What follows belongs to an exercise in optimizing a design on an open flow for small area, a short achievable clock period and few clock cycles; a production flow would make more cautious choices. RTL that was checked went through simulation tests only; none was proved equivalent to the original.

P:
==> flow/design.v <==
package mips_defs;
    typedef enum logic [2:0] {
        MD_NONE  = 3'd0,
        MD_MULT  = 3'd1,
        MD_MULTU = 3'd2,
        MD_DIV   = 3'd3,
        MD_DIVU  = 3'd4,
        MD_MTHI  = 3'd5,
        MD_MTLO  = 3'd6
    } md_op_e;
    typedef enum logic {
        MD_IDLE = 1'b0,
        MD_RUN  = 1'b1
    } md_state_e;
endpackage
module md_clz32 (
    input  logic [31:0] x,
    output logic [5:0]  n
);
    logic [7:0]  z4;             
    logic [1:0]  c4 [8];
    logic [3:0]  z8;
    logic [2:0]  c8 [4];
    logic [1:0]  z16;
    logic [3:0]  c16 [2];
    logic [4:0]  c32;
    for (genvar j = 0; j < 8; j++) begin : g_nib
        logic [3:0] v;
        assign v     = x[4*j +: 4];
        assign z4[j] = ~|v;
        assign c4[j] = v[3] ? 2'd0 : v[2] ? 2'd1 : v[1] ? 2'd2 : 2'd3;
    end
    for (genvar j = 0; j < 4; j++) begin : g_byte
        assign z8[j] = z4[2*j+1] & z4[2*j];
        assign c8[j] = z4[2*j+1] ? {1'b1, c4[2*j]} : {1'b0, c4[2*j+1]};
    end
    for (genvar j = 0; j < 2; j++) begin : g_half
        assign z16[j] = z8[2*j+1] & z8[2*j];
        assign c16[j] = z8[2*j+1] ? {1'b1, c8[2*j]} : {1'b0, c8[2*j+1]};
    end
    assign c32 = z16[1] ? {1'b1, c16[0]} : {1'b0, c16[1]};
    assign n   = (z16[1] & z16[0]) ? 6'd32 : {1'b0, c32};
endmodule
module md_div4 (
    input  logic [31:0] r_in,
    input  logic [31:0] q_in,
    input  logic [31:0] dx,
    input  logic        cin,
    output logic [31:0] r_out,
    output logic [31:0] q_out
);
    always_comb begin
        logic [31:0] r, q;
        logic [33:0] t;
        r = r_in;
        q = q_in;
        for (int i = 0; i < 4; i++) begin
            t = {r, q[31], 1'b1} + {1'b1, dx, cin};
            if (!t[33]) r = t[32:1];
            else        r = {r[30:0], q[31]};
            q = {q[30:0], !t[33]};
        end
        r_out = r;
        q_out = q;
    end
endmodule
module md_mac8 (
    input  logic [32:0] x,
    input  logic [8:0]  y,
    input  logic [63:0] acc,
    output logic [63:0] o
);
    function automatic logic [83:0] csa(input logic [41:0] p, input logic [41:0] q, input logic [41:0] r);
        logic [41:0] s, c;
        s   = p ^ q ^ r;
        c   = (p & q) | (p & r) | (q & r);
        csa = {c[40:0], 1'b0, s};
    endfunction
    logic [41:0] rw [6];
    logic [83:0] t0, t1, t2, t3;
    logic [41:0] sm;
    logic [22:0] top, topx, topy;
    logic        inc, dec;
    always_comb begin
        logic [41:0] negs;
        negs = '0;
        for (int i = 0; i < 4; i++) begin
            logic yl, ym, yh, one, two;
            logic [33:0] m, pp;
            yl = y[2*i]; ym = y[2*i+1]; yh = y[2*i+2];
            one = ym ^ yl;
            two = (yh & ~ym & ~yl) | (~yh & ym & yl);
            m  = one ? {x[32], x} : (two ? {x, 1'b0} : 34'd0);
            pp = yh ? ~m : m;
            rw[i+1] = 42'({~pp[33], pp[32:0]}) << (2*i);
            negs[2*i] = yh;
        end
        rw[0] = {1'b0, acc[32:0], 8'd0} | negs;
        rw[5] = 42'd0 - (42'd1 << 33) - (42'd1 << 35) - (42'd1 << 37) - (42'd1 << 39);
    end
    assign t0 = csa(rw[0], rw[1], rw[2]);
    assign t1 = csa(rw[3], rw[4], rw[5]);
    assign t2 = csa(t0[41:0], t0[83:42], t1[41:0]);
    assign t3 = csa(t2[41:0], t2[83:42], t1[83:42]);
    assign sm = t3[41:0] + t3[83:42];
    assign inc  = sm[41] & ~sm[40];
    assign dec  = sm[41] & sm[40];
    assign top  = acc[55:33];
    assign topx = top ^ {23{dec}};
    assign topy = topx + 23'(inc | dec);
    assign o    = {topy ^ {23{dec}}, sm[40:0]};
endmodule
module md_unit
#(
    parameter int MULT_CYCLES = 5,
    parameter int DIV_CYCLES  = 10
) (
    input  logic        clk,
    input  logic        reset,
    input  logic        start,
    input  logic        cancel,
    input  logic [2:0]  op,
    input  logic [31:0] a,
    input  logic [31:0] b,
    output logic        busy,
    output logic [31:0] hi,
    output logic [31:0] lo
);
    logic [31:0] ra;             
    logic [31:0] rb;             
    logic        first;          
    logic        fix;            
    logic        isdiv;
    logic        sg;             
    logic        an;             
    logic [2:0]  cnt;            
    logic accept, mul_op, div_op, sg_op;
    assign accept = start && !cancel && !busy;
    assign mul_op = (op == 3'd1) || (op == 3'd2);
    assign div_op = (op == 3'd3) || (op == 3'd4);
    assign sg_op  = (op == 3'd1) || (op == 3'd3);
    function automatic logic [2:0] nchunks(input logic [31:0] x, input logic s);
        logic f1, f2, f3;
        f1 = !(|x[31:7])  | (s & (&x[31:7]));
        f2 = !(|x[31:15]) | (s & (&x[31:15]));
        f3 = !(|x[31:23]) | (s & (&x[31:23]));
        if (f1)                nchunks = 3'd1;
        else if (f2)           nchunks = 3'd2;
        else if (f3)           nchunks = 3'd3;
        else if (s | !x[31])   nchunks = 3'd4;
        else                   nchunks = 3'd5;
    endfunction
    logic [2:0] na, nb;          
    logic [5:0] lza, lzb;        
    assign na = nchunks(ra, sg);
    assign nb = nchunks(rb, sg);
    logic [5:0] lsa, lsb;
    md_clz32 u_lza (.x(rb ^ {32{rb[31]}}), .n(lsa));
    md_clz32 u_lzb (.x(ra ^ {32{ra[31]}}), .n(lsb));
    assign lza = (sg | !rb[31]) ? lsa : 6'd0;
    assign lzb = (sg | !ra[31]) ? lsb : 6'd0;
    logic       swap;            
    logic [2:0] nm;              
    assign swap = na < nb;
    assign nm   = swap ? na : nb;
    logic        a_neg, b_neg;
    assign a_neg = sg & rb[31];
    assign b_neg = sg & ra[31];
    logic signed [7:0] need;         
    logic       dquick;              
    logic [3:0] dnib;                
    assign need   = 8'(lzb) - 8'(lza) + 8'(a_neg) + 8'd1;
    assign dquick = need <= 8'sd0;
    assign dnib   = (need > 8'sd28) ? 4'd8 : 4'((need + 8'sd3) >>> 2);
    logic [31:0] a_mag;
    assign a_mag = a_neg ? -rb : rb;
    logic [31:0] sh_in;
    logic [2:0]  sh;
    logic [63:0] sh_out;
    assign sh_in  = a_mag;
    assign sh     = 3'(4'd8 - dnib);
    assign sh_out = {32'd0, sh_in} << {sh, 2'b00};
    logic [31:0] xm;             
    logic [31:0] ym;             
    logic [2:0]  mj;             
    logic [39:0] ye;
    logic [8:0]  ych;            
    logic [63:0] acc_in, acc_out;
    assign xm     = swap ? rb : ra;
    assign ym     = swap ? ra : rb;
    assign mj     = first ? 3'(nm - 3'd1) : cnt;
    assign ye     = {{8{sg & ym[31]}}, ym};
    always_comb begin
        case (mj)
            3'd0:    ych = {ye[7:0], 1'b0};
            3'd1:    ych = ye[15:7];
            3'd2:    ych = ye[23:15];
            3'd3:    ych = ye[31:23];
            default: ych = ye[39:31];
        endcase
    end
    assign acc_in = first ? 64'd0 : {hi, lo};
    md_mac8 u_mac (.x({sg & xm[31], xm}), .y(ych), .acc(acc_in), .o(acc_out));
    logic [31:0] dr_in, dq_in, dr_out, dq_out;
    assign dr_in = first ? sh_out[63:32] : hi;
    assign dq_in = first ? sh_out[31:0]  : lo;
    md_div4 u_div (.r_in(dr_in), .q_in(dq_in), .dx(b_neg ? ra : ~ra), .cin(!b_neg),
                   .r_out(dr_out), .q_out(dq_out));
    logic        dfix;           
    logic        dlast;          
    assign dfix  = (first ? a_neg : an) | b_neg;
    assign dlast = first ? (dnib == 4'd1) : (cnt == 3'd0);
    logic [31:0] hi_neg, lo_neg;
    assign hi_neg = an ? -hi : hi;
    assign lo_neg = (an ^ b_neg) ? -lo : lo;
    logic [31:0] hi_run, lo_run;
    logic        busy_run;
    always_comb begin
        hi_run   = hi;
        lo_run   = lo;
        busy_run = 1'b1;
        if (!isdiv) begin
            {hi_run, lo_run} = acc_out;
            busy_run = mj != 3'd0;
        end else if (fix) begin
            hi_run   = hi_neg;
            lo_run   = lo_neg;
            busy_run = 1'b0;
        end else if (first && dquick) begin
            hi_run   = rb;
            lo_run   = '0;
            busy_run = 1'b0;
        end else begin
            hi_run   = dr_out;
            lo_run   = dq_out;
            busy_run = !(dlast && !dfix);
        end
    end
    logic        ld_hi, ld_lo;
    logic [31:0] hi_keep, lo_keep;
    assign ld_hi   = !reset && accept && (op == 3'd5);
    assign ld_lo   = !reset && accept && (op == 3'd6);
    assign hi_keep = reset ? 32'd0 : busy ? hi_run : hi;
    assign lo_keep = reset ? 32'd0 : busy ? lo_run : lo;
    always_ff @(posedge clk) begin
        hi   <= ld_hi ? a : hi_keep;
        lo   <= ld_lo ? a : lo_keep;
        busy <= !reset && (busy ? busy_run : (accept && (mul_op || (div_op && b != 32'd0))));
    end
    always_ff @(posedge clk) begin
        if (!busy) begin
            ra    <= b;
            rb    <= a;
            first <= 1'b1;
            fix   <= 1'b0;
            isdiv <= div_op;
            sg    <= sg_op;
        end else begin
            first <= 1'b0;
            if (!isdiv) begin
                cnt <= mj - 3'd1;
            end else begin
                if (first) begin
                    an  <= a_neg;
                    cnt <= 3'(dnib - 4'd2);
                end else begin
                    cnt <= cnt - 3'd1;
                end
                if (dlast) fix <= 1'b1;
            end
        end
    end
endmodule
export LEC_CHECK = 0
export ABC_AREA = 1
export CAP_MARGIN = 20
export CORE_MARGIN = 2
export CORE_UTILIZATION = 40
export SLEW_MARGIN = 20
create_clock -name core_clock -period 100.0 [get_ports {clk}]
standard.sh (not shown) runs the stock make flow with config.mk's settings and CLKGATE_MAP_FILE= SYNTH_SCRIPT=/design/flow/synth_recipe.tcl, a recipe that flattens the netlist after the stock synthesis.
==> flow/flow/run.sh <==
#!/bin/bash
# The standard layout, with the resizer's repair_timing asked for a large setup margin so
# that it shortens the register-to-register paths well below the clock period, and the
# port buffers that placement inserts made plain buffers rather than delay cells.
set -euo pipefail
bash standard.sh SETUP_SLACK_MARGIN=78.5 "BUFFER_PORTS_ARGS=-buffer_cell sky130_fd_sc_hd__buf_2" finish > standard_flow.log 2>&1
Modified inputs, Q compared to P
--- a/flow/design.v
+++ b/flow/design.v
@@ -214,37 +214,31 @@
     assign hi_neg = an ? -hi : hi;
     assign lo_neg = (an ^ b_neg) ? -lo : lo;
-    logic [31:0] hi_run, lo_run;
-    logic        busy_run;
-    always_comb begin
-        hi_run   = hi;
-        lo_run   = lo;
-        busy_run = 1'b1;
-        if (!isdiv) begin
-            {hi_run, lo_run} = acc_out;
-            busy_run = mj != 3'd0;
+    always_ff @(posedge clk) begin
+        if (reset) begin
+            busy <= 1'b0;
+            hi   <= '0;
+            lo   <= '0;
+        end else if (!busy) begin
+            if (accept) begin
+                if (op == 3'd5) hi <= a;
+                if (op == 3'd6) lo <= a;
+                if (mul_op || (div_op && b != 32'd0)) busy <= 1'b1;
+            end
+        end else if (!isdiv) begin
+            {hi, lo} <= acc_out;
+            if (mj == 3'd0) busy <= 1'b0;
         end else if (fix) begin
-            hi_run   = hi_neg;
-            lo_run   = lo_neg;
-            busy_run = 1'b0;
+            hi   <= hi_neg;
+            lo   <= lo_neg;
+            busy <= 1'b0;
         end else if (first && dquick) begin
-            hi_run   = rb;
-            lo_run   = '0;
-            busy_run = 1'b0;
+            hi   <= rb;
+            lo   <= '0;
+            busy <= 1'b0;
         end else begin
-            hi_run   = dr_out;
-            lo_run   = dq_out;
-            busy_run = !(dlast && !dfix);
-        end
-    end
-    logic        ld_hi, ld_lo;
-    logic [31:0] hi_keep, lo_keep;
-    assign ld_hi   = !reset && accept && (op == 3'd5);
-    assign ld_lo   = !reset && accept && (op == 3'd6);
-    assign hi_keep = reset ? 32'd0 : busy ? hi_run : hi;
-    assign lo_keep = reset ? 32'd0 : busy ? lo_run : lo;
-    always_ff @(posedge clk) begin
-        hi   <= ld_hi ? a : hi_keep;
-        lo   <= ld_lo ? a : lo_keep;
-        busy <= !reset && (busy ? busy_run : (accept && (mul_op || (div_op && b != 32'd0))));
+            hi <= dr_out;
+            lo <= dq_out;
+            if (dlast && !dfix) busy <= 1'b0;
+        end
     end
     always_ff @(posedge clk) begin
[summary]
- Final estimated routing congestion in global placement was higher in Q than in P.
- Q ends up with a sequential-to-total area share from yosys stat that is 2.0 points lower than in P.
- Worst setup slack improves in Q relative to P.
- P -> Q: cell count of the worst reg-to-reg path increased by more than 10%
- Re synthesized instance count: P and Q aren't equal, and the higher value belongs to Q.
- P → Q: number of buffers added for setup after CTS now sits lower, maximum clock frequency now larger.
- Going from P to Q, global-route wire length before repair grew by a few percent.
- Against P, the final cell area of Q is lower.
- Min worst hold slack after final layout across P and Q: Q
- First-pass iteration count of the detailed router ends up lower on P.
- Taking Q over P, the sequential cell area ratio works out to 0.843.
Testbench counts of Q, summed over its fixed seeds: cycles 69,983.
For P, only the layout was checked, not whether the RTL still works.

[static timing again, ports no longer ideal]
The flow's constraints put no driver on any port. The routed layouts listed below were extracted and timed again, unchanged, in two steps.
Step 1 sets driving cells, clkbuf_16 on the clock port and buf_2 on the other inputs (assumed; they add their load-dependent delay and slew).
Step 2, shift: input delay + t, output delay - t, t = (earliest + latest rising clock arrival at the registers) / 2. This alone moves slack from input paths to output paths.
a / b / c = ideal ports / drivers / drivers and shift; a / b = the first two.
| run | t, ns | slack for setup (ns) | worst hold slack (ns) |
|---|---|---|---|
| P | 0.524 | 78.552 / 78.594 / 78.070 | 0.665 / 0.665 / 0.665 |
| Q | 0.558 | 78.724 / 78.660 / 78.248 | 0.585 / 0.585 / 0.585 |
After both steps every run listed still meets setup and hold. For P, which loses most, drivers alone change the setup slack by +0.042 ns; drivers and shift together by -0.482 ns.
